Source: an optimization exercise on an open RTL-to-GDS flow (aim: small area, a short achievable clock period and few clock cycles per item). Production flows keep margins and buffers that such runs may drop. Function was checked by simulation only, so behaviour that the tests miss may differ from the original.

run a:
## stereo_state_variable_filter_top
module stereo_state_variable_filter_top (
  input  logic        clk,
  input  logic        rst,
  input  logic        in_valid,
  output logic        in_ready,
  input  logic [85:0] in_data,
  output logic        out_valid,
  input  logic        out_ready,
  output logic [47:0] out_data,
  input  logic        cfg_we,
  input  logic [16:0] cfg_data
);
  function automatic logic signed [31:0] sat32(input logic [35:0] v);
    if (v[35:31] == 5'b00000 || v[35:31] == 5'b11111) sat32 = v[31:0];
    else if (v[35])                                     sat32 = 32'sh80000000;
    else                                                sat32 = 32'sh7FFFFFFF;
  endfunction
  function automatic logic [47:0] enc30(input logic [29:0] a);
    logic [32:0] ax;
    logic [15:0] one, two, neg;
    ax = {2'b00, a, 1'b0};
    for (int i = 0; i < 16; i++) begin
      one[i] = ax[2*i] ^ ax[2*i+1];
      two[i] = (ax[2*i +: 3] == 3'b011) || (ax[2*i +: 3] == 3'b100);
      neg[i] = ax[2*i+2] && !(ax[2*i +: 3] == 3'b111);
    end
    enc30 = {one, two, neg};
  endfunction
  function automatic logic [26:0] enc17n(input logic [16:0] a);
    logic [18:0] ax;
    logic [8:0]  one, two, neg;
    ax = ~{1'b0, a, 1'b0};
    for (int i = 0; i < 9; i++) begin
      one[i] = ax[2*i] ^ ax[2*i+1];
      two[i] = (ax[2*i +: 3] == 3'b011) || (ax[2*i +: 3] == 3'b100);
      neg[i] = ax[2*i+2] && !(ax[2*i +: 3] == 3'b111);
    end
    enc17n = {one, two, neg};
  endfunction
  logic [1:0]  i_ch, i_mode;
  logic [23:0] i_l, i_r;
  logic [16:0] i_cut, i_damp, i_c, i_d, i_lo;
  assign {i_ch, i_l, i_r, i_cut, i_mode, i_damp} = in_data;
  logic [16:0] min_cutoff;
  always_comb begin
    i_lo = (i_cut < min_cutoff) ? min_cutoff : i_cut;
    i_c  = (i_lo > svf_pkg::ONE_Q16) ? svf_pkg::ONE_Q16 : i_lo;
  ...
==> flow/config.mk <==
export PLATFORM = sky130hd
export DESIGN_NAME = stereo_state_variable_filter_top
export DESIGN_NICKNAME = stereo_state_variable_filter_top
export VERILOG_FILES = /design/flow/design.v
export SDC_FILE = /design/flow/constraint.sdc
export NUM_CORES = 4
export LEC_CHECK = 0
export CAP_MARGIN = 20
export CORE_MARGIN = 2
export CORE_UTILIZATION = 50
export SETUP_SLACK_MARGIN = 1.0
export SLEW_MARGIN = 20
==> flow/constraint.sdc <==
create_clock -name core_clock -period 11.0 [get_ports {clk}]
set_input_delay 2.2000 -clock core_clock [delete_from_list [all_inputs] [get_ports {clk}]]
set_output_delay 2.2000 -clock core_clock [all_outputs]
set_load 0.01 [all_outputs]
run.sh (not shown) runs the stock make flow with config.mk's settings and CLKGATE_MAP_FILE= SYNTH_SCRIPT=/design/flow/synth_recipe.tcl, a recipe that flattens the netlist after the stock synthesis.
Run a: full flow OK, the timing, DRC and antenna checks passed
Testbench counts of run a, summed over its fixed seeds: cycles 19,580, items 3,200.
Modified inputs, run b compared to run a
-- flow/config.mk --
<<< run a, line 7
export LEC_CHECK = 0
export CAP_MARGIN = 20
>>> run b, line 7
export LEC_CHECK = 0
export ABC_AREA = 1
export CAP_MARGIN = 20
<<< run a, line 10
export CORE_UTILIZATION = 50
export SETUP_SLACK_MARGIN = 1.0
export SLEW_MARGIN = 20
>>> run b, line 11
export CORE_UTILIZATION = 50
export SLEW_MARGIN = 20
--- outcome ---
Summary — growth of design area from synthesis to finish, run b relative to run a: lower, by 1.7 points. Gate count of the mapped netlist is lower on run a. Where tightest hold margin is concerned, run a is better than run b. From run a to run b the numbers moved as follows: core utilization fell by 0.97 points.

---

raven:
Another version of the RTL of stereo_state_variable_filter_top (not shown whole).
Size: about 13000 cells after synthesis, about 1300 flip-flops, about 160 I/O pins, roughly 0.14 mm2 of cells after synthesis.
clock: 11.0 ns
lec_check: 0
cap_margin: 20
core_margin: 2
core_utilization: 55
setup_slack_margin: 1.3
slew_margin: 20
Both conditions hold for raven: the flow ran to the end and the final layout passed the timing, DRC and antenna checks.
Testbench counts of raven, summed over its fixed seeds: cycles 19,316, items 3,200.
Input changes introduced in yarrow (baseline for comparison: raven):
# raven
export LEC_CHECK = 0
export CAP_MARGIN = 20
export CORE_MARGIN = 2
export CORE_UTILIZATION = 55
export SETUP_SLACK_MARGIN = 1.3
export SLEW_MARGIN = 20
create_clock -name core_clock -period 11.0 [get_ports {clk}]
# yarrow
export LEC_CHECK = 0
export CAP_MARGIN = 20
export CORE_MARGIN = 2
export CORE_UTILIZATION = 50
export SETUP_SLACK_MARGIN = 1.0
export SLEW_MARGIN = 20
create_clock -name core_clock -period 11.0 [get_ports {clk}]
### Flow results
On multi-input combinational cell count, yarrow tracks raven almost exactly.
The total wire length was comparable across raven and yarrow.
Diff raven -> yarrow: fraction of the cycle the final worst path needs higher, worst setup slack lost 0.053 ns, remaining max-slew budget at the tightest pin now larger.
yarrow vs. raven: parity-gate share of the synthesized area counting xor and xnor cells held.
Relative to yarrow, the following input files were edited for willow:
# yarrow
export LEC_CHECK = 0
export CAP_MARGIN = 20
export CORE_MARGIN = 2
export CORE_UTILIZATION = 50
export SETUP_SLACK_MARGIN = 1.0
export SLEW_MARGIN = 20
create_clock -name core_clock -period 11.0 [get_ports {clk}]
# willow
export LEC_CHECK = 0
export CAP_MARGIN = 20
export CORE_MARGIN = 2
export CORE_UTILIZATION = 60
export SETUP_SLACK_MARGIN = 1.0
export SLEW_MARGIN = 20
create_clock -name core_clock -period 11.0 [get_ports {clk}]
==> comparison <==
Between willow and yarrow, the difference in peak clock frequency supported by timing is negligible.
Per the comparison of willow with yarrow, final hold slack lost 0.066 ns; die area fell by 0.046 mm2.
From yarrow to willow the numbers moved as follows: non-clock buffer count +about 6%; delay of the slowest cell on the worst path +0.26 ns; final core area utilization +11 points; sequential share of cell area ~0 delta.

static timing again, ports no longer ideal:
The flow's constraints put no driver on any port. The routed layouts listed below were extracted and timed again, unchanged, in two steps. Step 1 (the two cells are an assumption about what drives the block):
set clk [get_ports {clk}]
set_driving_cell -lib_cell sky130_fd_sc_hd__clkbuf_16 $clk
set_driving_cell -lib_cell sky130_fd_sc_hd__buf_2 [delete_from_list [all_inputs] $clk]
Step 2 times the ports against the registers' clock, not the clock port: input delays grow and output delays shrink by t, the midpoint of the rising clock arrivals with the driver on. Slacks: no drivers / after step 1 / after step 2; pairs: no drivers / after step 1.
run	t, ns	setup WS [ns]	latest minus earliest clock arrival (ns)	worst slew at a driven data input, ns	pins driven straight from the clock port
run a	0.968	1.160 / 1.160 / 1.160	0.105 / 0.105	0.17	1
run b	0.975	0.435 / 0.435 / 0.435	0.132 / 0.131	0.11	1
raven	0.945	1.018 / 1.018 / 1.018	0.158 / 0.158	0.08	1
yarrow	0.982	0.965 / 0.965 / 0.965	0.103 / 0.103	0.11	1
willow	0.963	0.971 / 0.971 / 0.971	0.119 / 0.118	0.11	1
After both steps setup and hold are still met in every run listed.
